Context: an optimization exercise on an open-source flow, tuned for a short achievable clock period and few clock cycles. The choices shown serve that exercise and are no tape-out recipe. At most, simulation tests tie the RTL to the original design; equivalence was not proved. No functional check of the RTL was part of run 2. No activity file was given, so power comes from the tool's default toggle rates.

[flow/run.sh]
#!/bin/bash
# synth_recipe.tcl (not shown) runs the flow's synth.tcl, then flattens the netlist and writes it again
# the make line also repeats each setting of config.mk as NAME=value (left out here)
make -C /OpenROAD-flow-scripts/flow DESIGN_CONFIG=/design/flow/config.mk WORK_HOME=/design/flow/orfs CLKGATE_MAP_FILE= SYNTH_SCRIPT=/design/flow/synth_recipe.tcl finish
[flow/config.mk]
export PLATFORM = sky130hd
export DESIGN_NAME = legv8_core
export DESIGN_NICKNAME = legv8_core
export VERILOG_FILES = /design/flow/design.v
export SDC_FILE = /design/flow/constraint.sdc
export NUM_CORES = 4
export LEC_CHECK = 0
export CAP_MARGIN = 20
export CORE_MARGIN = 2
export CORE_UTILIZATION = 30
export PLACE_DENSITY = 0.5
export SETUP_SLACK_MARGIN = 4.0
export SLEW_MARGIN = 20
export SYNTH_HIERARCHICAL = 1
export SYNTH_MINIMUM_KEEP_SIZE = 0
[flow/constraint.sdc]
create_clock -name core_clock -period 6.5 [get_ports {CLOCK}]
set_input_delay 1.3000 -clock core_clock [delete_from_list [all_inputs] [get_ports {CLOCK}]]
set_output_delay 1.3000 -clock core_clock [all_outputs]
set_load 0.01 [all_outputs]
[flow/design.v]
package legv8_pkg;
  typedef logic [32-1:0] xlen_t;
  typedef logic [32-1:0] instr_t;
  typedef logic [$clog2(32)-1:0] reg_idx_t;
  typedef logic [10:0] opcode_t;                  
  typedef logic [3:0] alu_ctl_t;
  typedef logic [1:0] fwd_sel_t;
  localparam alu_ctl_t ALU_AND = 4'b0000;
  localparam alu_ctl_t ALU_OR  = 4'b0001;
  localparam alu_ctl_t ALU_ADD = 4'b0010;
  localparam alu_ctl_t ALU_SUB = 4'b0110;
  localparam alu_ctl_t ALU_XOR = 4'b1101;
  localparam fwd_sel_t FWD_REG   = 2'b00;
  localparam fwd_sel_t FWD_MEMWB = 2'b01;
  localparam fwd_sel_t FWD_EXMEM = 2'b10;
  localparam opcode_t OPC_ADD  = 11'b10001011000;
  localparam opcode_t OPC_SUB  = 11'b11001011000;
  localparam opcode_t OPC_AND  = 11'b10001010000;
  localparam opcode_t OPC_ORR  = 11'b10101010000;
  localparam opcode_t OPC_EOR  = 11'b11001010000;
  localparam opcode_t OPC_LDUR = 11'b11111000010;
  localparam opcode_t OPC_STUR = 11'b11111000000;
  localparam logic [9:0] OPC_ADDI = 10'b1001000100;
  localparam logic [9:0] OPC_SUBI = 10'b1101000100;
  localparam logic [9:0] OPC_ANDI = 10'b1001001000;
  localparam logic [9:0] OPC_ORRI = 10'b1011001000;
  localparam logic [9:0] OPC_EORI = 10'b1101001000;
endpackage
module legv8_rd_tree #(parameter int W = 32) (
  input  logic [30:0][W-1:0] d,           
  input  logic [30:0]        sel,         
  input  logic               use_n,       
  input  logic [W-1:0]       xn,          
  output logic [W-1:0]       y
);
  for (genvar k = 0; k < W; k++) begin : g_bit
    logic [15:0] n1;
    logic [3:0]  p2;
    logic [1:0]  n3;
    for (genvar j = 0; j < 15; j++) begin : g_l1
      legv8_c_a22oi u (.a1(d[2*j][k]), .a2(sel[2*j]), .b1(d[2*j+1][k]), .b2(sel[2*j+1]),
                       .y(n1[j]));
    end
    legv8_c_nand2 u_l1 (.a(d[30][k]), .b(sel[30]), .y(n1[15]));
    for (genvar j = 0; j < 4; j++) begin : g_l2
      legv8_c_nand4 u (.a(n1[4*j]), .b(n1[4*j+1]), .c(n1[4*j+2]), .d(n1[4*j+3]), .y(p2[j]));
    end
    for (genvar j = 0; j < 2; j++) begin : g_l3
      legv8_c_oai21 u (.a1(p2[2*j]), .a2(p2[2*j+1]), .b1(use_n), .y(n3[j]));
    end
    legv8_c_nand3 u_l4 (.a(n3[0]), .b(n3[1]), .c(xn[k]), .y(y[k]));
  end
endmodule
module legv8_rdec (
  input  logic [4:0]  r,
  output logic [30:0] sel
);
  logic [4:0] rn;
  logic [3:0] lo_n;
  logic [7:0] hi_n;
  for (genvar k = 0; k < 5; k++) begin : g_inv
    legv8_c_inv u (.a(r[k]), .y(rn[k]));
  end
  for (genvar k = 0; k < 4; k++) begin : g_lo
    legv8_c_nand2 u (.a(k[0] ? r[0] : rn[0]), .b(k[1] ? r[1] : rn[1]), .y(lo_n[k]));
  end
  for (genvar k = 0; k < 8; k++) begin : g_hi
    legv8_c_nand3 u (.a(k[0] ? r[2] : rn[2]), .b(k[1] ? r[3] : rn[3]), .c(k[2] ? r[4] : rn[4]),
                     .y(hi_n[k]));
  end
  for (genvar j = 0; j < 31; j++) begin : g_sel
    legv8_c_nor2 u (.a(lo_n[j % 4]), .b(hi_n[j / 4]), .y(sel[j]));
  end
endmodule
module legv8_c_aoi21 (input logic a1, a2, b1, output logic y);
  assign y = ~((a1 & a2) | b1);
endmodule
module legv8_c_oai21 (input logic a1, a2, b1, output logic y);
  assign y = ~((a1 | a2) & b1);
endmodule
module legv8_c_nand2 (input logic a, b, output logic y);
  assign y = ~(a & b);
endmodule
module legv8_c_nor2 (input logic a, b, output logic y);
  assign y = ~(a | b);
endmodule
module legv8_c_nand3 (input logic a, b, c, output logic y);
  assign y = ~(a & b & c);
endmodule
module legv8_c_a22oi (input logic a1, a2, b1, b2, output logic y);
  assign y = ~((a1 & a2) | (b1 & b2));
endmodule
module legv8_c_nand4 (input logic a, b, c, d, output logic y);
  assign y = ~(a & b & c & d);
endmodule
module legv8_c_inv (input logic a, output logic y);
  assign y = ~a;
endmodule
module legv8_c_xor2 (input logic a, b, output logic y);
  assign y = a ^ b;
endmodule
module legv8_c_xnor2 (input logic a, b, output logic y);
  assign y = ~(a ^ b);
endmodule
module legv8_c_gen0 (input logic a, b, c, en, output logic y);
  assign y = ~(en & ((a & b) | (c & (a | b))));
endmodule
module legv8_esel (
  input  logic        a1, l1,             
  input  logic        fb1, fbl1,          
  input  logic        f_r, f_sub,
  output logic [10:0] s
);
  assign s[0]  = ~a1 & ~l1;               
  assign s[1]  = a1;                      
  assign s[2]  = ~a1 & l1;                
  assign s[3]  = f_r & ~fb1 & ~fbl1 & ~f_sub;    
  assign s[4]  = f_r & ~fb1 & ~fbl1 & f_sub;     
  assign s[5]  = ~f_r & ~f_sub;                  
  assign s[6]  = ~f_r & f_sub;                   
  assign s[7]  = fb1 & ~f_sub;                   
  assign s[8]  = fb1 & f_sub;                    
  assign s[9]  = fbl1 & ~f_sub;                  
  assign s[10] = fbl1 & f_sub;                   
endmodule
module legv8_alu #(parameter int W = 32) (
  input  logic [W-1:0] a,
  input  logic [W-1:0] b,
  input  logic         cin,
  input  logic         arith,
  input  logic         f_and,
  input  logic         f_or,
  input  logic         f_xor,
  output logic [W-1:0] res,
  output logic         cout
);
  localparam int L = $clog2(W);
  logic [W-1:0] g [L+1];
  logic [W-1:0] t [L+1];
  logic [W-1:0] p, kx, lres;
  for (genvar i = 0; i < W; i++) begin : g_bit
    legv8_c_xor2 u_p (.a(a[i]), .b(b[i]), .y(p[i]));
    if (i == 0) begin : g_c
      legv8_c_gen0 u_g (.a(a[i]), .b(b[i]), .c(cin), .en(arith), .y(g[0][i]));
    end else begin : g_n
      legv8_c_nand3 u_g (.a(a[i]), .b(b[i]), .c(arith), .y(g[0][i]));
    end
    legv8_c_nor2 u_t (.a(a[i]), .b(b[i]), .y(t[0][i]));
  end
  for (genvar l = 0; l < L; l++) begin : g_lvl
    for (genvar i = 0; i < W; i++) begin : g_bit
      if (i >= (1 << l)) begin : g_op
        if (l % 2 == 0) begin : g_pos          
          legv8_c_oai21 u_g (.a1(t[l][i]), .a2(g[l][i - (1 << l)]), .b1(g[l][i]),
                             .y(g[l+1][i]));
          legv8_c_nor2  u_t (.a(t[l][i]), .b(t[l][i - (1 << l)]), .y(t[l+1][i]));
        end else begin : g_neg                 
          legv8_c_aoi21 u_g (.a1(t[l][i]), .a2(g[l][i - (1 << l)]), .b1(g[l][i]),
                             .y(g[l+1][i]));
          legv8_c_nand2 u_t (.a(t[l][i]), .b(t[l][i - (1 << l)]), .y(t[l+1][i]));
        end
      end else begin : g_pass                  
        legv8_c_inv u_g (.a(g[l][i]), .y(g[l+1][i]));
        assign t[l+1][i] = 1'b0;
      end
    end
  end
  assign lres = ((a & b) & {W{f_and}}) | ((a | b) & {W{f_or}}) | (p & {W{f_xor}});
  assign kx   = arith ? p : lres;
  for (genvar i = 0; i < W; i++) begin : g_sum
    if (i == 0) begin : g_0
      legv8_c_xor2 u_s (.a(kx[i]), .b(cin & arith), .y(res[i]));
    end else if (L % 2 == 0) begin : g_n
      legv8_c_xnor2 u_s (.a(kx[i]), .b(g[L][i-1]), .y(res[i]));
    end else begin : g_p
      legv8_c_xor2 u_s (.a(kx[i]), .b(g[L][i-1]), .y(res[i]));
    end
  end
  if (L % 2 == 0) begin : g_co
    legv8_c_inv u_co (.a(g[L][W-1]), .y(cout));
  end else begin : g_cp
    assign cout = g[L][W-1];
  end
endmodule
module legv8_core (
  input  logic               CLOCK,
  input  logic               arst_n,
  input  legv8_pkg::instr_t  instr,
  input  legv8_pkg::xlen_t   mem_rdata,
  output legv8_pkg::xlen_t   pc,
  output legv8_pkg::xlen_t   mem_addr,
  output legv8_pkg::xlen_t   mem_wdata,
  output logic               mem_read,
  output logic               mem_write
);
  localparam int XL = 32;
  typedef logic [XL-1:0] word_t;
  logic [10:0] f_opc;
  logic        f_r, f_i, f_ld, f_st;
  logic        f_add, f_sub, f_and, f_or, f_xor;
  assign f_opc = instr[31:21];
  always_comb begin
    f_r  = 1'b0; f_i = 1'b0; f_ld = 1'b0; f_st = 1'b0;
    f_add = 1'b0; f_sub = 1'b0; f_and = 1'b0; f_or = 1'b0; f_xor = 1'b0;
    case (f_opc)
      legv8_pkg::OPC_ADD:  begin f_r = 1'b1; f_add = 1'b1; end
      legv8_pkg::OPC_SUB:  begin f_r = 1'b1; f_sub = 1'b1; end
      legv8_pkg::OPC_AND:  begin f_r = 1'b1; f_and = 1'b1; end
      legv8_pkg::OPC_ORR:  begin f_r = 1'b1; f_or  = 1'b1; end
      legv8_pkg::OPC_EOR:  begin f_r = 1'b1; f_xor = 1'b1; end
      legv8_pkg::OPC_LDUR: begin f_ld = 1'b1; f_add = 1'b1; end
      legv8_pkg::OPC_STUR: begin f_st = 1'b1; f_add = 1'b1; end
      default: begin
        case (f_opc[10:1])
          legv8_pkg::OPC_ADDI: begin f_i = 1'b1; f_add = 1'b1; end
          legv8_pkg::OPC_SUBI: begin f_i = 1'b1; f_sub = 1'b1; end
          legv8_pkg::OPC_ANDI: begin f_i = 1'b1; f_and = 1'b1; end
          legv8_pkg::OPC_ORRI: begin f_i = 1'b1; f_or  = 1'b1; end
          legv8_pkg::OPC_EORI: begin f_i = 1'b1; f_xor = 1'b1; end
          default: ;
        endcase
      end
    endcase
  end
  logic [XL-1:2] pc_q;
  word_t       e_a, e_b, e_bn, e_c;       
  word_t       e_i, e_in;                 
  localparam int NG = 4;                  
  logic [NG-1:0][10:0] e_s;               
  logic        e_cm, e_cl;                
  logic        e_arith, e_and, e_or, e_xor, e_sub;
  logic        e_alu_wen, e_ld_wen, e_ld, e_st;
  logic [4:0]  e_dst;
  word_t       m_res, m_res_n;            
  word_t       m_wdata;
  logic        m_ld, m_st, m_wen, m_ld_sel;
  logic [30:0] m_we;                      
  logic [4:0]  m_dst;
  assign pc        = {pc_q, 2'b00};
  assign mem_addr  = m_res;
  assign mem_wdata = m_wdata;
  assign mem_read  = m_ld;
  assign mem_write = m_st;
  always_ff @(posedge CLOCK or negedge arst_n) begin
    if (!arst_n) pc_q <= '0;
    else         pc_q <= pc_q + 1'b1;
  end
  logic [30:0][XL-1:0] rf;
  word_t               wb_data;
  assign wb_data = m_ld_sel ? mem_rdata : m_res;
  always_ff @(posedge CLOCK or negedge arst_n) begin
    if (!arst_n) begin
      for (int j = 0; j < 31; j++) rf[j] <= XL'(j);      
    end else begin
      for (int j = 0; j < 31; j++) if (m_we[j]) rf[j] <= wb_data;
    end
  end
  logic [4:0] rn, rm, rt;
  logic       d_wen;
  word_t      imm;
  assign rn = instr[9:5];
  assign rm = instr[20:16];
  assign rt = instr[4:0];
  assign d_wen = (f_r | f_i | f_ld) & (rt != 5'd31);
  assign imm   = (f_ld | f_st) ? {{(XL-9){instr[20]}}, instr[20:12]}
                               : {{(XL-12){1'b0}}, instr[21:10]};
  logic a1, l1, a2, b1, bl1, b2, c1, cl1, c2;
  assign a1  = e_alu_wen && e_dst == rn;
  assign l1  = e_ld_wen && e_dst == rn;
  assign a2  = m_wen && m_dst == rn;
  assign b1  = e_alu_wen && e_dst == rm;
  assign bl1 = e_ld_wen && e_dst == rm;
  assign b2  = m_wen && m_dst == rm;
  assign c1  = e_alu_wen && e_dst == rt;
  assign cl1 = e_ld_wen && e_dst == rt;
  assign c2  = m_wen && m_dst == rt;
  logic [30:0] sa, sb, sc;
  word_t       va, vb, vc, xa, xb, xc;
  legv8_rdec u_dec_a (.r(rn), .sel(sa));
  legv8_rdec u_dec_b (.r(rm), .sel(sb));
  legv8_rdec u_dec_c (.r(rt), .sel(sc));
  assign xa = ~(wb_data & {XL{a2}});
  assign xb = ~(wb_data & {XL{b2}});
  assign xc = ~(wb_data & {XL{c2}});
  legv8_rd_tree #(.W(XL)) u_rd_a (.d(rf), .sel(sa), .use_n(~a2), .xn(xa), .y(va));
  legv8_rd_tree #(.W(XL)) u_rd_b (.d(rf), .sel(sb), .use_n(~b2), .xn(xb), .y(vb));
  legv8_rd_tree #(.W(XL)) u_rd_c (.d(rf), .sel(sc), .use_n(~c2), .xn(xc), .y(vc));
  logic fb1, fbl1;
  assign fb1  = f_r & b1;
  assign fbl1 = f_r & ~b1 & bl1;
  logic [NG-1:0][10:0] d_s;
  for (genvar g = 0; g < NG; g++) begin : g_sel
    legv8_esel u_sel (.a1(a1), .l1(l1), .fb1(fb1), .fbl1(fbl1), .f_r(f_r), .f_sub(f_sub),
                      .s(d_s[g]));
  end
  always_ff @(posedge CLOCK or negedge arst_n) begin
    if (!arst_n) begin
      e_alu_wen <= 1'b0;
      e_ld_wen  <= 1'b0;
      e_ld      <= 1'b0;
      e_st      <= 1'b0;
    end else begin
      e_alu_wen <= d_wen & ~f_ld;
      e_ld_wen  <= d_wen & f_ld;
      e_ld      <= f_ld;
      e_st      <= f_st;
    end
  end
  always_ff @(posedge CLOCK) begin
    e_a     <= va;
    e_b     <= vb;
    e_bn    <= ~vb;
    e_i     <= imm;
    e_in    <= ~imm;
    e_c     <= vc;
    e_s     <= d_s;
    e_cm    <= c1;
    e_cl    <= ~c1 & cl1;
    e_arith <= f_add | f_sub;
    e_sub   <= f_sub;
    e_and   <= f_and;
    e_or    <= f_or;
    e_xor   <= f_xor;
    e_dst   <= rt;
  end
  word_t a, b, res, sdata, mem_n, ya, yan, yb1, yb2, yb3, yb4;
  for (genvar i = 0; i < XL; i++) begin : g_opnd
    logic [10:0] s;
    assign s = e_s[i / (XL / NG)];
    legv8_c_inv   u_mn  (.a(mem_rdata[i]), .y(mem_n[i]));
    legv8_c_a22oi u_ya  (.a1(m_res[i]), .a2(s[1]), .b1(mem_rdata[i]), .b2(s[2]), .y(ya[i]));
    legv8_c_nand2 u_yan (.a(e_a[i]), .b(s[0]), .y(yan[i]));
    legv8_c_nand2 u_a   (.a(ya[i]), .b(yan[i]), .y(a[i]));
    legv8_c_a22oi u_yb1 (.a1(m_res[i]), .a2(s[7]), .b1(m_res_n[i]), .b2(s[8]), .y(yb1[i]));
    legv8_c_a22oi u_yb2 (.a1(mem_rdata[i]), .a2(s[9]), .b1(mem_n[i]), .b2(s[10]), .y(yb2[i]));
    legv8_c_a22oi u_yb3 (.a1(e_b[i]), .a2(s[3]), .b1(e_bn[i]), .b2(s[4]), .y(yb3[i]));
    legv8_c_a22oi u_yb4 (.a1(e_i[i]), .a2(s[5]), .b1(e_in[i]), .b2(s[6]), .y(yb4[i]));
    legv8_c_nand4 u_b   (.a(yb1[i]), .b(yb2[i]), .c(yb3[i]), .d(yb4[i]), .y(b[i]));
  end
  legv8_alu #(.W(XL)) u_alu (
    .a(a), .b(b), .cin(e_sub), .arith(e_arith), .f_and(e_and), .f_or(e_or),
    .f_xor(e_xor), .res(res), .cout()
  );
  assign sdata = e_cm ? m_res : e_cl ? mem_rdata : e_c;
  always_ff @(posedge CLOCK or negedge arst_n) begin
    if (!arst_n) begin
      m_ld  <= 1'b0;
      m_st  <= 1'b0;
      m_wen <= 1'b0;
      m_we  <= '0;
    end else begin
      m_ld  <= e_ld;
      m_st  <= e_st;
      m_wen <= e_alu_wen | e_ld_wen;
      for (int j = 0; j < 31; j++) m_we[j] <= (e_alu_wen | e_ld_wen) && e_dst == 5'(j);
    end
  end
  always_ff @(posedge CLOCK) begin
    m_res    <= res;
    m_res_n  <= ~res;
    m_wdata  <= sdata;
    m_ld_sel <= e_ld;
    m_dst    <= e_dst;
  end
endmodule
==> results_dict.tcl, run 1 <==
set metrics [dict create \
    area_growth_pct 32.1 \
    h-tree-depth 4 \
    drc 0 \
    ctsHoldBuffers 0 \
    cp-start-kind "register" \
    numCtsBuffers 162 \
    r2r_end "m_res_n[22]$_DFF_P_" \
    worstMarginPinSlew_ns 1.04 \
    vias 71879 \
    r2r_slack_ns 3.68 \
    wl_per_cell_um 32.9 \
    synth_cells 7437 \
    drt-pass1-iter-count 6 \
    design_area_um2 98700 \
    grt_pass1_wl_um 530000 \
    ios 164 \
    fin_crit_sh_pct 43.3 \
    fin_worst_skew_ns 0.0713 \
    chipWidth_um 503 \
    cpPeakStageDelay_ns 0.70 \
    grt_max_degree 170 \
    synth_area_per_cell_um2 10.0 \
    dp_hpwl_um 245000 \
    required_ns 7.22 \
    cap_violations 0 \
    cts.path.max_buffers 3 \
    insertion_delay_ns 0.87 \
    drt_iter0_drc 9983 \
    tns_ns 0 \
    antenna_found_initial 26 \
    first_global_vias 66925 \
    vias_per_cell 6.09 \
    gr-usage-all-layers_pct 29.2 \
    fin_util_pct 39.8 \
    power_density_nw_per_um2 220 \
    cp_num_buf_inv 2 \
    crit_path_frequent_cell "nor2_4" \
    max_freq_ghz 0.355 \
    rows 183 \
    ir_drop_uv 322 \
    wl_um 389000 \
    status "timing/DRC/antenna clean" \
    critPathMaxFanout 8 \
    hold_path.class "register to register" \
    detail-route-antenna-nets 0 \
    worstPathCellList "a22oi_2 > nand4_1 > buf_6 > nor2_4 > nor2_4 > a21oi_4 > o21ai_2 > a21oi_2 > o21ai_4 > xor2_2 > inv_1" \
    slowest_stage "a22oi_2" \
    r2r-start "e_s[25]$_DFF_P_" \
    placed_cells 10829 \
    layout.cells.non_filler 11812 \
    design.core.area_um2 248000 \
    start_util_pct 30.1 \
    period_needed_ns 2.82 \
    rsz0062_at_grt "yes" \
    hold_depth 0 \
    whs_ns 0.364 \
    ys_warn_count 12 \
    die_h_um 503 \
    drive_above_1_share_pct 44.4 \
    cp-end-kind "register" \
    worstSetupPathDepth 11 \
    hold_end "m_st$_DFF_PN0_" \
    path_class "register to register" \
    cts.clk_slew.worst_paths_ns 0.06 \
    hold_viol_final 0 \
    synth_area_um2 74700 \
    p_leak_nw 35.8 \
    setup_viol_count_final 0 \
    cts_tree "yes" \
    fin_nets 8398 \
    maxSlewHeadroom_pct 30.3 \
    crit_family "compound AO/OA/AOI/OAI gates" \
    gp_congestion 0.946 \
    drv_slew 0 \
    hold_start "e_st$_DFF_PN0_" \
    clock-sinks 1372 \
    place_area_um2 82900 \
    critPathArrivalTime_ns 3.53 \
    dieArea_um2 253000 \
    port_buffers 161 \
    grt.overflow.total 0 \
    reg2regPathDepth 11 \
    root_buffer "clkbuf_16" \
]
-- metrics by stage --
stage               setup WS, ns  total power, mW
global route                3.74             22.2
finish                      3.68             21.7
detailed placement          1.29             11.6
global placement            1.30             11.6
floorplan                   3.46             10.3
CTS                         3.71             21.5
-- timing repair --
item                                    in CTS  in global routing
endpoints found under the hold margin        0                  0
cloned                                      20                 11
endpoints found under the setup margin     780                292
gates resized for setup                   1266                389
buffers inserted                           424                212
pin swaps                                  243                283
-- flip-flops by register name, indices dropped and copies added (netlist names), 13 cells and up --
signal	flops
e_a	32
e_b	32
e_bn	32
e_c	32
e_i	13
e_in	13
e_s	44
m_res	32
m_res_n	32
m_wdata	32
m_we	31
pc_q	30
rf	992
-- placed cells by master, fill, tap and decap left out, types with 150 or more instances in the layout --
cell       instances
dfrtp_1          948
dfxtp_1          228
clkbuf_16        174
buf_6            184
inv_1            150
nand2_1          233
a22oi_2         1600
a21oi_1         1025
nand4_1          424
buf_4            624
nor2_1          1070
-- how the worst max path moves through the flow --
| stage | startpoint | slack [ns] | end |
|---|---|---|---|
| after floorplan | instr[18] | 3.46 | e_b[0]$_DFF_P_ |
| after global placement | instr[17] | 1.30 | e_bn[10]$_DFF_P_ |
| after detailed placement | instr[17] | 1.29 | e_bn[10]$_DFF_P_ |
| after CTS | pc_q[26]$_DFF_PN0_ | 3.71 | pc[26] |
| after global routing | pc_q[26]$_DFF_PN0_ | 3.74 | pc[26] |
| final | e_s[25]$_DFF_P_ | 3.68 | m_res_n[22]$_DFF_P_ |
-- layout make-up --
| cell class | count | area [um2] |
|---|---|---|
| antenna | 11 | 27.5 |
| tap | 3330 | 4170 |
| timing repair buffer | 1077 | 11300 |
| multi-input combinational | 5527 | 43700 |
| clock buffer | 228 | 4670 |
| clock inverter | 76 | 907 |
| timing repair inverter | 1 | 7.51 |
| fill | 24084 | 149000 |
| inverter | 190 | 815 |
| sequential | 1372 | 33100 |
-- per-layer routing --
metal	global-route usage, %	routed length, um	up-vias
met2	43.3	166000	4768
met1	37.1	150000	35869
met5	0	148	-
met4	18.3	30400	22
met3	8.42	41900	1311
li1	-	-	29909
-- report_power, final --
part	total (mW)	internal, mW	switching (mW)
Clock	9.60	5.53	4.07
Combinational	2.84	0.960	1.88
Sequential	9.25	8.83	0.416
-- worst register-to-register path, delay by kind of cell, from the launching register on --
family                 cells  cell delay [ns]
AO/OA/AOI/OAI              5             1.25
XOR/XNOR                   1             0.23
buffers and inverters      2             0.30
flip-flops                 1             0.40
AND/OR/NAND/NOR            3             0.50
Testbench counts, summed over its fixed seeds: cycles 7,296.
==> inputs of run 2 (changes only) <==
--- a/flow/design.v
+++ b/flow/design.v
@@ -108,18 +108,15 @@
 module legv8_esel (
-  input  logic        a1, l1,             
-  input  logic        fb1, fbl1,          
-  input  logic        f_r, f_sub,
-  output logic [10:0] s
+  input  logic       a1, l1,              
+  input  logic       b1, bl1,             
+  input  logic       sub,
+  output logic [7:0] s
 );
-  assign s[0]  = ~a1 & ~l1;               
-  assign s[1]  = a1;                      
-  assign s[2]  = ~a1 & l1;                
-  assign s[3]  = f_r & ~fb1 & ~fbl1 & ~f_sub;    
-  assign s[4]  = f_r & ~fb1 & ~fbl1 & f_sub;     
-  assign s[5]  = ~f_r & ~f_sub;                  
-  assign s[6]  = ~f_r & f_sub;                   
-  assign s[7]  = fb1 & ~f_sub;                   
-  assign s[8]  = fb1 & f_sub;                    
-  assign s[9]  = fbl1 & ~f_sub;                  
-  assign s[10] = fbl1 & f_sub;                   
+  assign s[0] = ~a1 & ~l1;                
+  assign s[1] = a1;                       
+  assign s[2] = ~a1 & l1;                 
+  assign s[3] = ~b1 & ~bl1;               
+  assign s[4] = b1 & ~sub;                
+  assign s[5] = b1 & sub;                 
+  assign s[6] = ~b1 & bl1 & ~sub;         
+  assign s[7] = ~b1 & bl1 & sub;          
 endmodule
@@ -196,2 +193,3 @@
   localparam int XL = 32;
+  localparam int NG = 4;                  
   typedef logic [XL-1:0] word_t;
@@ -225,6 +223,10 @@
   logic [XL-1:2] pc_q;
-  word_t       e_a, e_b, e_bn, e_c;       
-  word_t       e_i, e_in;                 
-  localparam int NG = 4;                  
-  logic [NG-1:0][10:0] e_s;               
+  logic [31:0] d_instr;
+  logic        d_r, d_sub, d_arith, d_and, d_or, d_xor;
+  logic        d_alu_wen, d_ld_wen, d_ld, d_st;
+  logic [30:0] d_sa, d_sb, d_sc;          
+  logic        d_a2, d_b2, d_c2;          
+  logic        d_a1, d_l1, d_b1, d_bl1, d_c1, d_cl1;    
+  word_t       e_a, e_bv, e_c;            
+  logic [NG-1:0][7:0] e_s;                
   logic        e_cm, e_cl;                
@@ -237,3 +239,2 @@
   logic [30:0] m_we;                      
-  logic [4:0]  m_dst;
   assign pc        = {pc_q, 2'b00};
@@ -243,5 +244,47 @@
   assign mem_write = m_st;
+  logic [4:0]  rn, rm, rt;
+  logic        f_wen;
+  logic [30:0] sa, sb, sc;
+  assign rn    = instr[9:5];
+  assign rm    = instr[20:16];
+  assign rt    = instr[4:0];
+  assign f_wen = (f_r | f_i | f_ld) & (rt != 5'd31);
+  legv8_rdec u_dec_a (.r(rn), .sel(sa));
+  legv8_rdec u_dec_b (.r(rm), .sel(sb));
+  legv8_rdec u_dec_c (.r(rt), .sel(sc));
   always_ff @(posedge CLOCK or negedge arst_n) begin
-    if (!arst_n) pc_q <= '0;
-    else         pc_q <= pc_q + 1'b1;
+    if (!arst_n) begin
+      pc_q      <= '0;
+      d_alu_wen <= 1'b0;
+      d_ld_wen  <= 1'b0;
+      d_ld      <= 1'b0;
+      d_st      <= 1'b0;
+    end else begin
+      pc_q      <= pc_q + 1'b1;
+      d_alu_wen <= f_wen & ~f_ld;
+      d_ld_wen  <= f_wen & f_ld;
+      d_ld      <= f_ld;
+      d_st      <= f_st;
+    end
+  end
+  always_ff @(posedge CLOCK) begin
+    d_instr <= instr;
+    d_r     <= f_r;
+    d_sub   <= f_sub;
+    d_arith <= f_add | f_sub;
+    d_and   <= f_and;
+    d_or    <= f_or;
+    d_xor   <= f_xor;
+    d_sa    <= sa;
+    d_sb    <= sb;
+    d_sc    <= sc;
+    d_a1    <= d_alu_wen && d_instr[4:0] == rn;
+    d_l1    <= d_ld_wen && d_instr[4:0] == rn;
+    d_b1    <= f_r && d_alu_wen && d_instr[4:0] == rm;
+    d_bl1   <= f_r && d_ld_wen && d_instr[4:0] == rm;
+    d_c1    <= d_alu_wen && d_instr[4:0] == rt;
+    d_cl1   <= d_ld_wen && d_instr[4:0] == rt;
+    d_a2    <= (e_alu_wen | e_ld_wen) && e_dst == rn;
+    d_b2    <= (e_alu_wen | e_ld_wen) && e_dst == rm;
+    d_c2    <= (e_alu_wen | e_ld_wen) && e_dst == rt;
   end
@@ -257,39 +300,14 @@
   end
-  logic [4:0] rn, rm, rt;
-  logic       d_wen;
-  word_t      imm;
-  assign rn = instr[9:5];
-  assign rm = instr[20:16];
-  assign rt = instr[4:0];
-  assign d_wen = (f_r | f_i | f_ld) & (rt != 5'd31);
-  assign imm   = (f_ld | f_st) ? {{(XL-9){instr[20]}}, instr[20:12]}
-                               : {{(XL-12){1'b0}}, instr[21:10]};
-  logic a1, l1, a2, b1, bl1, b2, c1, cl1, c2;
-  assign a1  = e_alu_wen && e_dst == rn;
-  assign l1  = e_ld_wen && e_dst == rn;
-  assign a2  = m_wen && m_dst == rn;
-  assign b1  = e_alu_wen && e_dst == rm;
-  assign bl1 = e_ld_wen && e_dst == rm;
-  assign b2  = m_wen && m_dst == rm;
-  assign c1  = e_alu_wen && e_dst == rt;
-  assign cl1 = e_ld_wen && e_dst == rt;
-  assign c2  = m_wen && m_dst == rt;
-  logic [30:0] sa, sb, sc;
-  word_t       va, vb, vc, xa, xb, xc;
-  legv8_rdec u_dec_a (.r(rn), .sel(sa));
-  legv8_rdec u_dec_b (.r(rm), .sel(sb));
-  legv8_rdec u_dec_c (.r(rt), .sel(sc));
-  assign xa = ~(wb_data & {XL{a2}});
-  assign xb = ~(wb_data & {XL{b2}});
-  assign xc = ~(wb_data & {XL{c2}});
-  legv8_rd_tree #(.W(XL)) u_rd_a (.d(rf), .sel(sa), .use_n(~a2), .xn(xa), .y(va));
-  legv8_rd_tree #(.W(XL)) u_rd_b (.d(rf), .sel(sb), .use_n(~b2), .xn(xb), .y(vb));
-  legv8_rd_tree #(.W(XL)) u_rd_c (.d(rf), .sel(sc), .use_n(~c2), .xn(xc), .y(vc));
-  logic fb1, fbl1;
-  assign fb1  = f_r & b1;
-  assign fbl1 = f_r & ~b1 & bl1;
-  logic [NG-1:0][10:0] d_s;
+  word_t imm, va, vb, vc, xa, xb, xc;
+  assign imm = (d_ld | d_st) ? {{(XL-9){d_instr[20]}}, d_instr[20:12]}
+                             : {{(XL-12){1'b0}}, d_instr[21:10]};
+  assign xa  = ~(wb_data & {XL{d_a2}});
+  assign xb  = ~((wb_data & {XL{d_r & d_b2}}) | (imm & {XL{~d_r}}));
+  assign xc  = ~(wb_data & {XL{d_c2}});
+  legv8_rd_tree #(.W(XL)) u_rd_a (.d(rf), .sel(d_sa), .use_n(~d_a2), .xn(xa), .y(va));
+  legv8_rd_tree #(.W(XL)) u_rd_b (.d(rf), .sel(d_sb), .use_n(d_r & ~d_b2), .xn(xb), .y(vb));
+  legv8_rd_tree #(.W(XL)) u_rd_c (.d(rf), .sel(d_sc), .use_n(~d_c2), .xn(xc), .y(vc));
+  logic [NG-1:0][7:0] d_s;
   for (genvar g = 0; g < NG; g++) begin : g_sel
-    legv8_esel u_sel (.a1(a1), .l1(l1), .fb1(fb1), .fbl1(fbl1), .f_r(f_r), .f_sub(f_sub),
-                      .s(d_s[g]));
+    legv8_esel u_sel (.a1(d_a1), .l1(d_l1), .b1(d_b1), .bl1(d_bl1), .sub(d_sub), .s(d_s[g]));
   end
@@ -302,6 +320,6 @@
     end else begin
-      e_alu_wen <= d_wen & ~f_ld;
-      e_ld_wen  <= d_wen & f_ld;
-      e_ld      <= f_ld;
-      e_st      <= f_st;
+      e_alu_wen <= d_alu_wen;
+      e_ld_wen  <= d_ld_wen;
+      e_ld      <= d_ld;
+      e_st      <= d_st;
     end
@@ -310,20 +328,17 @@
     e_a     <= va;
-    e_b     <= vb;
-    e_bn    <= ~vb;
-    e_i     <= imm;
-    e_in    <= ~imm;
+    e_bv    <= vb ^ {XL{d_sub}};
     e_c     <= vc;
     e_s     <= d_s;
-    e_cm    <= c1;
-    e_cl    <= ~c1 & cl1;
-    e_arith <= f_add | f_sub;
-    e_sub   <= f_sub;
-    e_and   <= f_and;
-    e_or    <= f_or;
-    e_xor   <= f_xor;
-    e_dst   <= rt;
+    e_cm    <= d_c1;
+    e_cl    <= ~d_c1 & d_cl1;
+    e_arith <= d_arith;
+    e_sub   <= d_sub;
+    e_and   <= d_and;
+    e_or    <= d_or;
+    e_xor   <= d_xor;
+    e_dst   <= d_instr[4:0];
   end
-  word_t a, b, res, sdata, mem_n, ya, yan, yb1, yb2, yb3, yb4;
+  word_t a, b, res, sdata, mem_n, ya, yan, yb1, yb2, yb3;
   for (genvar i = 0; i < XL; i++) begin : g_opnd
-    logic [10:0] s;
+    logic [7:0] s;
     assign s = e_s[i / (XL / NG)];
@@ -333,7 +348,6 @@
     legv8_c_nand2 u_a   (.a(ya[i]), .b(yan[i]), .y(a[i]));
-    legv8_c_a22oi u_yb1 (.a1(m_res[i]), .a2(s[7]), .b1(m_res_n[i]), .b2(s[8]), .y(yb1[i]));
-    legv8_c_a22oi u_yb2 (.a1(mem_rdata[i]), .a2(s[9]), .b1(mem_n[i]), .b2(s[10]), .y(yb2[i]));
-    legv8_c_a22oi u_yb3 (.a1(e_b[i]), .a2(s[3]), .b1(e_bn[i]), .b2(s[4]), .y(yb3[i]));
-    legv8_c_a22oi u_yb4 (.a1(e_i[i]), .a2(s[5]), .b1(e_in[i]), .b2(s[6]), .y(yb4[i]));
-    legv8_c_nand4 u_b   (.a(yb1[i]), .b(yb2[i]), .c(yb3[i]), .d(yb4[i]), .y(b[i]));
+    legv8_c_a22oi u_yb1 (.a1(m_res[i]), .a2(s[4]), .b1(m_res_n[i]), .b2(s[5]), .y(yb1[i]));
+    legv8_c_a22oi u_yb2 (.a1(mem_rdata[i]), .a2(s[6]), .b1(mem_n[i]), .b2(s[7]), .y(yb2[i]));
+    legv8_c_nand2 u_yb3 (.a(e_bv[i]), .b(s[3]), .y(yb3[i]));
+    legv8_c_nand3 u_b   (.a(yb1[i]), .b(yb2[i]), .c(yb3[i]), .y(b[i]));
   end
@@ -362,3 +376,2 @@
     m_ld_sel <= e_ld;
-    m_dst    <= e_dst;
   end
==> run 2 against run 1 <==
Net effect:
- still clean on timing, DRC and antenna
- utilization down 4.1 points
- clock power is 6% higher
- register-to-register slack improved by 0.05 ns
- first-iteration DRC count down 16%
- via count is 4.7% lower
- flip-flop and latch count is 53 higher
- power about the same
- synthesized cell count up 0.35%
- hold slack worse by 0.033 ns
- cell count is 5.7% lower
- largest cell class unchanged
==> results_dict.tcl, run 2 <==
set metrics [dict create \
    fin_util_pct 35.7 \
    seqCellArea_um2 34500 \
    drt-pass1-iter-count 9 \
    maxSlewHeadroom_pct 18.9 \
    insertion_delay_ns 0.87 \
    vias_per_cell 6.15 \
    h-tree-depth 4 \
    detail-route-antenna-nets 0 \
    grt.overflow.total 0 \
    cts.path.max_buffers 3 \
    slowest_stage "dfxtp_4" \
    fin_nets 7711 \
    multi_input_area_um2 40400 \
    cp_num_buf_inv 1 \
    drc 0 \
    path_class "register to output pin" \
    placed_cells 10717 \
    antenna_found_initial 21 \
    period_needed_ns 2.80 \
    cpPeakStageDelay_ns 0.48 \
    critPathMaxFanout 5 \
    start_util_pct 30.2 \
    clock-sinks 1425 \
    ir_drop_uv 276 \
    worstPathCellList "buf_6" \
    die_h_um 505 \
    grt_max_degree 161 \
    grt_pass1_wl_um 516000 \
    gp_congestion 0.957 \
    drv_slew 0 \
    ios 164 \
    whs_ns 0.330 \
    hold_viol_final 0 \
    final_common_cell "a22oi_2" \
    synth_area_um2 75200 \
    gr-usage-all-layers_pct 28.2 \
    wl_um 373000 \
    crit_family "flip-flops" \
    p_leak_nw 31.5 \
    num-fill-cells 24948 \
    port_buffers 161 \
    setup_viol_count_final 0 \
    rows 183 \
    tns_ns 0 \
    largest_reg_flops 992 \
    hold_path.class "register to register" \
    fin_worst_skew_ns 0.0434 \
    numCtsBuffers 167 \
    top_register "rf" \
    first_global_vias 66651 \
    status "timing/DRC/antenna clean" \
    dp_hpwl_um 216000 \
    rsz0062_at_grt "yes" \
    worstMarginPinSlew_ns 1.22 \
    cts.clk_slew.worst_paths_ns 0.06 \
    cap_violations 0 \
    power_density_nw_per_um2 244 \
    dieArea_um2 255000 \
    drt_iter0_drc 8371 \
    chipWidth_um 505 \
    cts_tree "yes" \
    required_ns 5.20 \
    vias 68480 \
    fin_crit_sh_pct 43.1 \
    root_buffer "clkbuf_16" \
    mostFrequentLayoutCells "1536 x a22oi_2, 1200 x nor2_1, 1028 x a21oi_1" \
    cp-start-kind "register" \
    synth_area_per_cell_um2 10.1 \
    layout.cells.non_filler 11134 \
    wl_per_cell_um 33.5 \
    ys_warn_count 12 \
    critPathArrivalTime_ns 1.50 \
    design.core.area_um2 249000 \
    area_growth_pct 18.1 \
    max_freq_ghz 0.357 \
    synth_cells 7463 \
    drive_above_1_share_pct 34.6 \
    cp-end-kind "output pin" \
]
## run 2: per-layer routing
| metal | GRT usage, % | part of all wire (%) | vias up |
|---|---|---|---|
| li1 | - | - | 28423 |
| met1 | 35.7 | 39 | 34155 |
| met2 | 41.1 | 42 | 4566 |
| met3 | 9.91 | 12 | 1328 |
| met4 | 17.1 | 7.0 | 8 |
| met5 | 0 | 0.029 | - |
## run 2: layout make-up
| type | count | share of cell area, % |
|---|---|---|
| Timing Repair Buffer | 382 | 3.68 |
| Multi-Input combinational cell | 5522 | 45.5 |
| Clock buffer | 243 | 5.54 |
| Inverter | 146 | 0.617 |
| Antenna cell | 14 | 0.0394 |
| Tap cell | 3330 | 4.69 |
| Sequential cell | 1425 | 38.8 |
| Clock inverter | 72 | 1.12 |
## run 2: timing repair
action	in CTS	in global routing
pin swaps	16	19
setup endpoints to repair	570	169
hold buffers	0	0
buffers inserted	63	24
gates resized for setup	668	181
cloned	1	0
## run 2: where the power goes
group          internal [mW]  switching [mW]  total (mW)
clock                   6.01            4.22        10.2
combinational          0.636            1.31        1.95
sequential              9.06           0.446        9.50
total                   15.7            5.97        21.7
## run 2: worst paths after layout
kind                             startpoint                  end  slack, ns  depth (start not counted)
hold reg to reg             d_arith$_DFF_P_      e_arith$_DFF_P_       0.33                          0
setup / recovery           m_res[7]$_DFF_P_          mem_addr[7]       3.70                          1
min in group asynchronous            arst_n  rf[452]$_DFFE_PN0P_       0.40                          1
setup reg to reg               d_a2$_DFF_P_      e_a[18]$_DFF_P_       3.73                          6
max in group asynchronous            arst_n   pc_q[17]$_DFF_PN0_       4.38                          3
hold / removal              d_arith$_DFF_P_      e_arith$_DFF_P_       0.33                          0
## run 2: stage by stage
stage / instance area [um2] / setup WS (ns) / power, mW
floorplan: 75400 / 3.71 / 10.4
global placement: 81500 / 2.25 / 11.4
detailed placement: 81600 / 2.25 / 11.5
CTS: 88100 / 3.64 / 21.6
global route: 88800 / 3.68 / 22.3
finish: 88800 / 3.70 / 21.7
==> inputs of run 3 (changes only) <==
--- a/flow/design.v
+++ b/flow/design.v
@@ -28,8 +28,8 @@
 endpackage
-module legv8_rd_tree #(parameter int W = 32) (
-  input  logic [30:0][W-1:0] d,           
-  input  logic [30:0]        sel,         
-  input  logic               use_n,       
-  input  logic [W-1:0]       xn,          
-  output logic [W-1:0]       y
+module legv8_rd_tree #(parameter int W = 32, parameter int NS = 2, parameter int NM = 4) (
+  input  logic [30:0][W-1:0]  d,          
+  input  logic [NS-1:0][30:0] sel,        
+  input  logic [NM-1:0]       use_n,      
+  input  logic [W-1:0]        xn,         
+  output logic [W-1:0]        y
 );
@@ -39,7 +39,11 @@
     logic [1:0]  n3;
+    logic [30:0] s;
+    logic        um;
+    assign s = sel[k / (W / NS)];
+    assign um = use_n[k / (W / NM)];
     for (genvar j = 0; j < 15; j++) begin : g_l1
-      legv8_c_a22oi u (.a1(d[2*j][k]), .a2(sel[2*j]), .b1(d[2*j+1][k]), .b2(sel[2*j+1]),
+      legv8_c_a22oi u (.a1(d[2*j][k]), .a2(s[2*j]), .b1(d[2*j+1][k]), .b2(s[2*j+1]),
                        .y(n1[j]));
     end
-    legv8_c_nand2 u_l1 (.a(d[30][k]), .b(sel[30]), .y(n1[15]));
+    legv8_c_nand2 u_l1 (.a(d[30][k]), .b(s[30]), .y(n1[15]));
     for (genvar j = 0; j < 4; j++) begin : g_l2
@@ -48,3 +52,3 @@
     for (genvar j = 0; j < 2; j++) begin : g_l3
-      legv8_c_oai21 u (.a1(p2[2*j]), .a2(p2[2*j+1]), .b1(use_n), .y(n3[j]));
+      legv8_c_oai21 u (.a1(p2[2*j]), .a2(p2[2*j+1]), .b1(um), .y(n3[j]));
     end
@@ -74,2 +78,5 @@
 endmodule
+module legv8_cmp5 (input logic [4:0] a, b, input logic en, output logic q);
+  assign q = en && a == b;
+endmodule
 module legv8_c_aoi21 (input logic a1, a2, b1, output logic y);
@@ -131,2 +138,3 @@
   output logic [W-1:0] res,
+  output logic [W-1:0] res_o,             
   output logic         cout
@@ -169,6 +177,9 @@
       legv8_c_xor2 u_s (.a(kx[i]), .b(cin & arith), .y(res[i]));
+      legv8_c_xor2 u_o (.a(kx[i]), .b(cin & arith), .y(res_o[i]));
     end else if (L % 2 == 0) begin : g_n
       legv8_c_xnor2 u_s (.a(kx[i]), .b(g[L][i-1]), .y(res[i]));
+      legv8_c_xnor2 u_o (.a(kx[i]), .b(g[L][i-1]), .y(res_o[i]));
     end else begin : g_p
       legv8_c_xor2 u_s (.a(kx[i]), .b(g[L][i-1]), .y(res[i]));
+      legv8_c_xor2 u_o (.a(kx[i]), .b(g[L][i-1]), .y(res_o[i]));
     end
@@ -181,2 +192,5 @@
 endmodule
+module legv8_inc #(parameter int W = 30) (input logic [W-1:0] a, output logic [W-1:0] y);
+  assign y = a + 1'b1;
+endmodule
 module legv8_core (
@@ -222,3 +236,5 @@
   end
-  logic [XL-1:2] pc_q;
+  logic [XL-1:2] pc_q;                    
+  logic [XL-1:2] pc_o;                    
+  logic [XL-1:2] pc_inc, pc_inc_o;
   logic [31:0] d_instr;
@@ -226,4 +242,7 @@
   logic        d_alu_wen, d_ld_wen, d_ld, d_st;
-  logic [30:0] d_sa, d_sb, d_sc;          
-  logic        d_a2, d_b2, d_c2;          
+  localparam int NS = 2;                  
+  localparam int NM = 4;                  
+  logic [NS-1:0][30:0] d_sa, d_sb, d_sc;  
+  logic [NM-1:0] d_a2, d_b2, d_c2;        
+  logic [NM-1:0] d_bu;                    
   logic        d_a1, d_l1, d_b1, d_bl1, d_c1, d_cl1;    
@@ -236,2 +255,3 @@
   word_t       m_res, m_res_n;            
+  word_t       m_addr;                    
   word_t       m_wdata;
@@ -239,4 +259,4 @@
   logic [30:0] m_we;                      
-  assign pc        = {pc_q, 2'b00};
-  assign mem_addr  = m_res;
+  assign pc        = {pc_o, 2'b00};
+  assign mem_addr  = m_addr;
   assign mem_wdata = m_wdata;
@@ -246,3 +266,4 @@
   logic        f_wen;
-  logic [30:0] sa, sb, sc;
+  logic [NS-1:0][30:0] sa, sb, sc;
+  logic [NM-1:0]       f_a2, f_b2, f_c2;
   assign rn    = instr[9:5];
@@ -251,5 +272,14 @@
   assign f_wen = (f_r | f_i | f_ld) & (rt != 5'd31);
-  legv8_rdec u_dec_a (.r(rn), .sel(sa));
-  legv8_rdec u_dec_b (.r(rm), .sel(sb));
-  legv8_rdec u_dec_c (.r(rt), .sel(sc));
+  for (genvar g = 0; g < NS; g++) begin : g_dec
+    legv8_rdec u_dec_a (.r(rn), .sel(sa[g]));
+    legv8_rdec u_dec_b (.r(rm), .sel(sb[g]));
+    legv8_rdec u_dec_c (.r(rt), .sel(sc[g]));
+  end
+  for (genvar g = 0; g < NM; g++) begin : g_cmp
+    legv8_cmp5 u_cmp_a (.a(e_dst), .b(rn), .en(e_alu_wen | e_ld_wen), .q(f_a2[g]));
+    legv8_cmp5 u_cmp_b (.a(e_dst), .b(rm), .en(e_alu_wen | e_ld_wen), .q(f_b2[g]));
+    legv8_cmp5 u_cmp_c (.a(e_dst), .b(rt), .en(e_alu_wen | e_ld_wen), .q(f_c2[g]));
+  end
+  legv8_inc #(.W(XL-2)) u_inc   (.a(pc_q), .y(pc_inc));
+  legv8_inc #(.W(XL-2)) u_inc_o (.a(pc_q), .y(pc_inc_o));
   always_ff @(posedge CLOCK or negedge arst_n) begin
@@ -257,2 +287,3 @@
       pc_q      <= '0;
+      pc_o      <= '0;
       d_alu_wen <= 1'b0;
@@ -262,3 +293,4 @@
     end else begin
-      pc_q      <= pc_q + 1'b1;
+      pc_q      <= pc_inc;
+      pc_o      <= pc_inc_o;
       d_alu_wen <= f_wen & ~f_ld;
@@ -286,5 +318,6 @@
     d_cl1   <= d_ld_wen && d_instr[4:0] == rt;
-    d_a2    <= (e_alu_wen | e_ld_wen) && e_dst == rn;
-    d_b2    <= (e_alu_wen | e_ld_wen) && e_dst == rm;
-    d_c2    <= (e_alu_wen | e_ld_wen) && e_dst == rt;
+    d_a2    <= f_a2;
+    d_b2    <= f_b2;
+    d_c2    <= f_c2;
+    d_bu    <= {NM{f_r}} & ~f_b2;
   end
@@ -303,8 +336,18 @@
                              : {{(XL-12){1'b0}}, d_instr[21:10]};
-  assign xa  = ~(wb_data & {XL{d_a2}});
-  assign xb  = ~((wb_data & {XL{d_r & d_b2}}) | (imm & {XL{~d_r}}));
-  assign xc  = ~(wb_data & {XL{d_c2}});
-  legv8_rd_tree #(.W(XL)) u_rd_a (.d(rf), .sel(d_sa), .use_n(~d_a2), .xn(xa), .y(va));
-  legv8_rd_tree #(.W(XL)) u_rd_b (.d(rf), .sel(d_sb), .use_n(d_r & ~d_b2), .xn(xb), .y(vb));
-  legv8_rd_tree #(.W(XL)) u_rd_c (.d(rf), .sel(d_sc), .use_n(~d_c2), .xn(xc), .y(vc));
+  word_t ma, mb, mc, mi;
+  for (genvar i = 0; i < XL; i++) begin : g_byp
+    assign ma[i] = d_a2[i / (XL / NM)];
+    assign mb[i] = d_b2[i / (XL / NM)] & d_r;
+    assign mc[i] = d_c2[i / (XL / NM)];
+    assign mi[i] = ~d_r;
+  end
+  assign xa  = ~(wb_data & ma);
+  assign xb  = ~((wb_data & mb) | (imm & mi));
+  assign xc  = ~(wb_data & mc);
+  legv8_rd_tree #(.W(XL), .NS(NS), .NM(NM)) u_rd_a (.d(rf), .sel(d_sa), .use_n(~d_a2),
+                                                    .xn(xa), .y(va));
+  legv8_rd_tree #(.W(XL), .NS(NS), .NM(NM)) u_rd_b (.d(rf), .sel(d_sb), .use_n(d_bu),
+                                                    .xn(xb), .y(vb));
+  legv8_rd_tree #(.W(XL), .NS(NS), .NM(NM)) u_rd_c (.d(rf), .sel(d_sc), .use_n(~d_c2),
+                                                    .xn(xc), .y(vc));
   logic [NG-1:0][7:0] d_s;
@@ -340,3 +383,3 @@
   end
-  word_t a, b, res, sdata, mem_n, ya, yan, yb1, yb2, yb3;
+  word_t a, b, res, res_o, sdata, mem_n, ya, yan, yb1, yb2, yb3;
   for (genvar i = 0; i < XL; i++) begin : g_opnd
@@ -355,3 +398,3 @@
     .a(a), .b(b), .cin(e_sub), .arith(e_arith), .f_and(e_and), .f_or(e_or),
-    .f_xor(e_xor), .res(res), .cout()
+    .f_xor(e_xor), .res(res), .res_o(res_o), .cout()
   );
@@ -373,2 +416,3 @@
     m_res    <= res;
+    m_addr   <= res_o;
     m_res_n  <= ~res;
==> run 3 against run 2 <==
Net effect:
- worst setup slack improved by 0.080 ns
- clock skew fell by 0.0096 ns
- register-to-register slack improved by 0.27 ns
- area after synthesis rose by 7.7%
- sequential share of layout area is 0.74 points higher
- largest power group is now sequential cells
==> results_dict.tcl, run 3 <==
set metrics [dict create \
    status "timing/DRC/antenna clean" \
    max_freq_ghz 0.368 \
    area_growth_pct 17.5 \
    detail-route-antenna-nets 0 \
    synth_area_per_cell_um2 10.2 \
    grt_max_degree 154 \
    num-fill-cells 26875 \
    wl_um 350000 \
    place_area_um2 88400 \
    wl_per_cell_um 29.4 \
    placed_cells 11585 \
    synth_cells 7973 \
    grt_pass1_wl_um 496000 \
    dieArea_um2 274000 \
    gr-usage-all-layers_pct 24.8 \
    use_met2_pct 37.8 \
    cp_num_buf_inv 1 \
    insertion_delay_ns 0.85 \
    chipWidth_um 524 \
    hold_path.class "register to register" \
    layout.cells.non_filler 11927 \
    cap_violations 0 \
    final_common_cell "a22oi_2" \
    hold_start "d_arith$_DFF_P_" \
    start_util_pct 30.2 \
    design.core.area_um2 268000 \
    path_class "register to output pin" \
    die_h_um 524 \
    ios 164 \
    fin_crit_sh_pct 41.8 \
    vias_per_cell 5.82 \
    use_met3_pct 5.99 \
    cp-end-kind "output pin" \
    fin_worst_skew_ns 0.0338 \
    clock-sinks 1593 \
    antenna_found_initial 20 \
    dp_hpwl_um 228000 \
    worstSetupPathDepth 1 \
    root_buffer "clkbuf_16" \
    critPathMaxFanout 1 \
    startpoint "m_st$_DFF_PN0_" \
    drt-pass1-iter-count 6 \
    slowest_stage "dfrtp_1" \
    mostFrequentLayoutCells "1536 x a22oi_2, 1248 x nor2_1, 1044 x a21oi_1" \
    power_density_nw_per_um2 242 \
    drt_iter0_drc 8134 \
    reg2regPathDepth 5 \
    required_ns 5.20 \
    port_buffers 161 \
    vias 69462 \
    grt.overflow.total 0 \
    fin_nets 8290 \
    setup_viol_count_final 0 \
    grtUsageMet1_pct 32.6 \
    hold_viol_final 0 \
    largest_reg_flops 992 \
    numCtsBuffers 169 \
    cpPeakStageDelay_ns 0.43 \
    cts_tree "yes" \
    r2r_slack_ns 4.00 \
    worstMarginPinSlew_ns 1.24 \
    r2r-start "d_sc[35]$_DFF_P_" \
    period_needed_ns 2.72 \
    hold_depth 0 \
    crit_family "flip-flops" \
    rows 190 \
    drc 0 \
    drive_above_1_share_pct 32.8 \
    cts.path.max_buffers 3 \
    critPathArrivalTime_ns 1.42 \
    design_area_um2 95100 \
    synth_area_um2 81000 \
    cts.clk_slew.worst_paths_ns 0.06 \
    tns_ns 0 \
    grt-busiest-layer "met2" \
    gp_congestion 0.941 \
    top_register "rf" \
    ir_drop_uv 198 \
    maxSlewHeadroom_pct 17.2 \
    rsz0062_at_grt "yes" \
    cp-start-kind "register" \
    drv_slew 0 \
    worstPathCellList "buf_2" \
    p_leak_nw 34.7 \
    first_global_vias 67498 \
    h-tree-depth 4 \
    ys_warn_count 12 \
]
-- run 3: routing by layer --
layer / vias up / wire [um]
li1: 30166 / -
met1: 34783 / 145000
met2: 3650 / 154000
met3: 861 / 31900
met4: 2 / 19800
met5: - / 11
-- run 3: metrics by stage --
stage               worst slack (ns)  hold slack [ns]  utilization (%)  total power, mW
detailed placement              2.42            0.315             33.0             12.7
CTS                             3.73            0.338             35.2             23.1
global placement                2.42            0.317             33.0             12.7
finish                          3.78            0.333             35.5             23.0
floorplan                       3.68            0.310                -             11.6
global route                    3.74            0.339             35.5             23.7
-- run 3: final cells by class --
cell class	instances	area, um2	share of cell area (%)
diodes	8	20.0	0.0210
clock buffers	248	5170	5.43
clock inverters	68	759	0.798
inverters	172	657	0.690
multi-input cells	5837	42800	45.0
flip-flops and latches	1593	37600	39.5
well taps	3552	4440	4.67
repair buffers	449	3680	3.87
-- run 3: repair_timing --
item,4_1_cts,5_1_grt
hold buffers,0,0
endpoints found under the setup margin,733,180
buffers inserted,9,8
gates cloned,0,1
resized for setup,627,197
pin swaps,2,40
-- run 3: power by group --
part / internal [mW] / switching, mW
registers: 10.1 / 0.279
clock network: 5.96 / 4.40
logic: 0.666 / 1.60
-- run 3: path summary, 6_finish.rpt --
path	end
max in group asynchronous	rf[559]$_DFFE_PN0P_
worst max-delay path	mem_write
min in group asynchronous	rf[358]$_DFFE_PN0P_
worst min-delay path	e_arith$_DFF_P_
worst max register to register	e_c[22]$_DFF_P_
worst min register to register	e_arith$_DFF_P_
Testbench counts of run 3, summed over its fixed seeds: cycles 7,344.
==> inputs of run 4 (changes only) <==
--- a/flow/config.mk
+++ b/flow/config.mk
@@ -10,2 +10,4 @@
 export CORE_UTILIZATION = 30
+export CTS_CLUSTER_DIAMETER = 80
+export CTS_CLUSTER_SIZE = 20
 export PLACE_DENSITY = 0.5
==> run 4 against run 3 <==
Net effect:
- still clean on timing, DRC and antenna
- synthesized cell count stayed put
- clock skew is 0.014 ns higher
- critical path depth stayed put
- count of clock-buffer cells in the layout is 92 lower
- sequential power hardly changed
- wire length is 0.41% lower
- critical path type unchanged
==> results_dict.tcl, run 4 <==
set metrics [dict create \
    status "timing/DRC/antenna clean" \
    ys_warn_count 12 \
    grt_pass1_wl_um 493000 \
    cts.clk_slew.worst_paths_ns 0.08 \
    cp_num_buf_inv 1 \
    use_met3_pct 5.53 \
    top_register "rf" \
    use_met2_pct 38.0 \
    ctsHoldBuffers 0 \
    drc 0 \
    cp-start-kind "register" \
    cpPeakStageDelay_ns 0.46 \
    cts.path.max_buffers 3 \
    first_global_vias 66488 \
    grt_max_degree 154 \
    whs_ns 0.338 \
    ios 164 \
    mostFrequentLayoutCells "1536 x a22oi_2, 1244 x nor2_1, 1044 x a21oi_1" \
    fin_crit_sh_pct 41.2 \
    power_density_nw_per_um2 212 \
    h-tree-depth 3 \
    area_growth_pct 14.3 \
    gr-usage-all-layers_pct 24.6 \
    largest_reg_flops 992 \
    dp_hpwl_um 228000 \
    synth_area_um2 81000 \
    rsz0062_at_grt "yes" \
    insertion_delay_ns 0.79 \
    num-fill-cells 27110 \
    vias 68871 \
    final_common_cell "a22oi_2" \
    wl_um 349000 \
    period_needed_ns 2.68 \
    required_ns 5.20 \
    root_buffer "clkbuf_16" \
    synth_area_per_cell_um2 10.2 \
    p_leak_nw 33.3 \
    start_util_pct 30.2 \
    max_freq_ghz 0.374 \
    hold_path.class "register to register" \
    cts_tree "yes" \
    dieArea_um2 274000 \
    drv_slew 0 \
    synth_cells 7973 \
    crit_family "flip-flops" \
    drt-pass1-iter-count 8 \
    ir_drop_uv 195 \
    worstPathCellList "buf_6" \
    chipWidth_um 524 \
    critPathArrivalTime_ns 1.38 \
    detail-route-antenna-nets 0 \
    setup_viol_count_final 0 \
    grtUsageMet1_pct 32.7 \
    drive_above_1_share_pct 31.8 \
    gp_congestion 0.941 \
    fin_nets 8228 \
    critPathMaxFanout 1 \
    clock-sinks 1593 \
    path_class "register to output pin" \
    wl_per_cell_um 29.6 \
    cp-end-kind "output pin" \
    hold_viol_final 0 \
    maxSlewHeadroom_pct 15.5 \
    slowest_stage "dfrtp_1" \
    cap_violations 0 \
    die_h_um 524 \
    port_buffers 161 \
    fin_worst_skew_ns 0.0473 \
    rows 190 \
    vias_per_cell 5.83 \
    design.core.area_um2 268000 \
    tns_ns 0 \
    worstMarginPinSlew_ns 1.27 \
    drt_iter0_drc 8092 \
    grt-busiest-layer "met2" \
    numCtsBuffers 99 \
    grt.overflow.total 0 \
    antenna_found_initial 21 \
]
## run 4: what timing repair did
item                                    4_1_cts  5_1_grt
setup buffers                                11       14
pin swaps                                    15       65
endpoints found under the setup margin      751      193
cloned                                        0        1
gates resized for setup                     681      196
## run 4: cell type report
type,count,area [um2],share of cell area (%)
tap,3552,4440,4.80
multi-input combinational,5837,42900,46.4
timing repair buffer,457,3700,4.00
sequential,1593,37600,40.7
clock buffer,156,2850,3.08
inverter,172,657,0.710
antenna,10,25.0,0.0270
clock inverter,30,304,0.329
## run 4: metal layers
layer / wire length, um / vias to the layer above
met1: 145000 / 34566
met4: 18300 / 4
met3: 31600 / 777
met2: 154000 / 3554
li1: - / 29970
met5: 26 / -
## run 4: stage by stage
step / instances / utilization, % / power (mW) / cell area, um2 / setup slack, ns
2_1_floorplan: 7974 / - / 11.6 / 81300 / 3.68
3_3_place_gp: 11585 / 33.0 / 12.7 / 88400 / 2.42
3_5_place_dp: 11585 / 33.0 / 12.7 / 88400 / 2.42
4_1_cts: 11782 / 34.3 / 19.6 / 91900 / 3.79
5_1_grt: 11800 / 34.5 / 20.2 / 92500 / 3.79
6_report: 11807 / 34.5 / 19.6 / 92500 / 3.82
## run 4: path summary, 6_finish.rpt
kind                                  start  slack, ns                   to  depth (start not counted)
min                         d_arith$_DFF_P_       0.34      e_arith$_DFF_P_                          0
max in group asynchronous            arst_n       4.47  rf[591]$_DFFE_PN0P_                          3
max reg2reg                d_sb[12]$_DFF_P_       3.98     e_bv[15]$_DFF_P_                          6
max                          m_ld$_DFF_PN0_       3.82             mem_read                          1
min in group asynchronous            arst_n       0.49  rf[358]$_DFFE_PN0P_                          1
min reg2reg                 d_arith$_DFF_P_       0.34      e_arith$_DFF_P_                          0
## run 4: power by group
part	internal, mW	total (mW)	switching, mW
combinational	0.674	2.29	1.62
sequential	10.1	10.4	0.279
clock	3.10	6.90	3.80
total	13.9	19.6	5.69
==> inputs of run 5 (changes only) <==
--- a/flow/config.mk
+++ b/flow/config.mk
@@ -9,6 +9,6 @@
 export CORE_MARGIN = 2
-export CORE_UTILIZATION = 30
+export CORE_UTILIZATION = 40
 export CTS_CLUSTER_DIAMETER = 80
 export CTS_CLUSTER_SIZE = 20
-export PLACE_DENSITY = 0.5
+export PLACE_DENSITY = 0.6
 export SETUP_SLACK_MARGIN = 4.0
==> run 5 against run 4 <==
Net effect:
- via count rose by 1.1%
- highest routed layer unchanged
- combinational power barely moved
- largest cell class unchanged
- register-to-register slack barely moved
==> results_dict.tcl, run 5 <==
set metrics [dict create \
    status "timing/DRC/antenna clean" \
    synth_area_per_cell_um2 10.2 \
    slowest_stage "dfrtp_1" \
    area_growth_pct 12.5 \
    use_met3_pct 9.54 \
    wl_per_cell_um 30.1 \
    synth_area_um2 81000 \
    worstPathCellList "buf_6" \
    critPathArrivalTime_ns 1.36 \
    cts.clk_slew.worst_paths_ns 0.09 \
    finalPower_mw 19.4 \
    hold_path.class "register to register" \
    ir_drop_uv 205 \
    p_leak_nw 33.2 \
    cap_violations 0 \
    first_global_vias 66289 \
    antenna_found_initial 14 \
    ios 164 \
    path_class "register to output pin" \
    drive_above_1_share_pct 31.6 \
    drt-pass1-iter-count 9 \
    insertion_delay_ns 0.78 \
    rsz0062_at_grt "yes" \
    grtUsageMet1_pct 40.0 \
    drv_slew 0 \
    cpPeakStageDelay_ns 0.44 \
    vias 69604 \
    cts.path.max_buffers 3 \
    whs_ns 0.336 \
    clock-sinks 1593 \
    largest_reg_flops 992 \
    design.core.area_um2 202000 \
    start_util_pct 40.1 \
    power_density_nw_per_um2 213 \
    grt_pass1_wl_um 467000 \
    placed_cells 10698 \
    die_h_um 454 \
    top_register "rf" \
    h-tree-depth 3 \
    numCtsBuffers 96 \
    rows 165 \
    layout_setup_ws_ns 3.84 \
    cts_tree "yes" \
    required_ns 5.20 \
    port_buffers 161 \
    detail-route-antenna-nets 0 \
    critPathMaxFanout 1 \
    final_common_cell "a22oi_2" \
    maxSlewHeadroom_pct 22.5 \
    drc 0 \
    layout.cells.non_filler 10913 \
    vias_per_cell 6.38 \
    grt-busiest-layer "met2" \
    grt_max_degree 168 \
    dieArea_um2 206000 \
    chipWidth_um 454 \
    gr-usage-all-layers_pct 30.8 \
    gp_congestion 0.970 \
    ys_warn_count 12 \
    synth_cells 7973 \
    worstMarginPinSlew_ns 1.16 \
    root_buffer "clkbuf_16" \
    cp-end-kind "output pin" \
    use_met2_pct 46.2 \
    max_freq_ghz 0.376 \
    cp-start-kind "register" \
    cp_num_buf_inv 1 \
    place_ws_ns 2.56 \
    setup_viol_count_final 0 \
    fin_worst_skew_ns 0.0295 \
    fin_nets 8218 \
    fin_crit_sh_pct 40.9 \
    mostFrequentLayoutCells "1536 x a22oi_2, 1248 x nor2_1, 1044 x a21oi_1" \
    hold_viol_final 0 \
    grt.overflow.total 0 \
    crit_family "flip-flops" \
    ctsHoldBuffers 0 \
    drt_iter0_drc 8699 \
    period_needed_ns 2.66 \
    dp_hpwl_um 212000 \
    wl_um 328000 \
    tns_ns 0 \
]
run 5: changes by cell type in the layout (fill, tap and decap cells not counted), moves of 5 or more:
cell | previous run | this run
buf_6 | 54 | 41
nand2_1 | 315 | 321
buf_2 | 65 | 77
inv_4 | 0 | 5
buf_12 | 11 | 6
o21ai_1 | 236 | 241
clkinv_8 | 5 | 0
nand2_2 | 35 | 29
dfrtp_2 | 22 | 16
clkinv_4 | 9 | 3
xor2_1 | 204 | 197
xor2_2 | 2 | 9
dfrtp_4 | 9 | 15
run 5: routing by layer:
metal  wire length, um  vias up
met5                48        -
li1                  -    29946
met3             37800      922
met1            130000    34573
met4             18500        8
met2            142000     4155
run 5: timing repair:
item,4_1_cts,5_1_grt
buffers inserted,8,17
pin swaps,12,50
setup endpoints to repair,718,219
gates cloned,0,1
resized for setup,625,225
run 5: report_power, final:
group	total, mW	leakage, nW	internal (mW)	switching (mW)
combinational	2.27	17.4	0.670	1.60
clock	6.73	1.47	3.07	3.66
sequential	10.4	14.3	10.1	0.266
total	19.4	33.2	13.9	5.52
run 5: final timing paths:
path,slack (ns),cells past startpoint,startpoint,end
worst max-delay path,3.84,1,m_ld$_DFF_PN0_,mem_read
worst min-delay path,0.34,0,d_and$_DFF_P_,e_and$_DFF_P_
worst max register to register,3.98,3,d_a2[0]$_DFF_P_,e_a[7]$_DFF_P_
worst min register to register,0.34,0,d_and$_DFF_P_,e_and$_DFF_P_
max in group asynchronous,4.34,2,arst_n,rf[200]$_DFFE_PN0P_
min in group asynchronous,0.59,1,arst_n,rf[859]$_DFFE_PN0P_
run 5: cell type report:
cell class / count / area (um2)
antenna: 9 / 22.5
clock buffer: 159 / 2830
clock inverter: 21 / 204
fill: 18869 / 111000
inverter: 172 / 656
multi-input combinational: 5837 / 42900
sequential: 1593 / 37600
tap: 2672 / 3340
timing repair buffer: 450 / 3510
run 5: worst register-to-register path: cells and delay by family (launching register included):
family / cells / cell delay (ns)
buffers and inverters: 1 / 0.55
and+or+nand+nor: 1 / 0.46
AOI/OAI and AO/OA: 1 / 0.55
DFF: 1 / 0.68
run 5: metrics by stage:
step	util, %	cell area (um2)
after floorplan	-	81300
after global placement	43.2	87200
after detailed placement	43.2	87200
after CTS	44.8	90400
after global routing	45.2	91100
final	45.2	91100

[port drivers added, routing unchanged]
In the flow no input, the clock included, has a driving cell. The finished layouts below were timed again as built, in two steps.
Step 1 (the two cells are an assumption about what drives the block):
set clk [get_ports {CLOCK}]
set_driving_cell -lib_cell sky130_fd_sc_hd__clkbuf_16 $clk
set_driving_cell -lib_cell sky130_fd_sc_hd__buf_2 [delete_from_list [all_inputs] $clk]
Step 2 also shifts input and output timing later by t, the mid clock arrival at the registers, as if the neighbouring blocks saw the same clock.
a / b / c = ideal / step 1 / step 2; a / b = the first two.
run	t (ns)	slack for setup (ns)	worst slew at a driven data input, ns
run 1	0.928	3.685 / 3.670 / 2.742	0.28
run 2	0.943	3.701 / 3.608 / 3.063	0.28
run 3	0.930	3.781 / 3.684 / 3.090	0.13
run 4	0.866	3.823 / 3.729 / 3.104	0.13
run 5	0.858	3.843 / 3.750 / 3.206	0.10
After both steps every run listed still meets setup and hold. The setup slack of run 1, which loses most, moves by -0.015 ns with the drivers and by -0.943 ns with both steps.
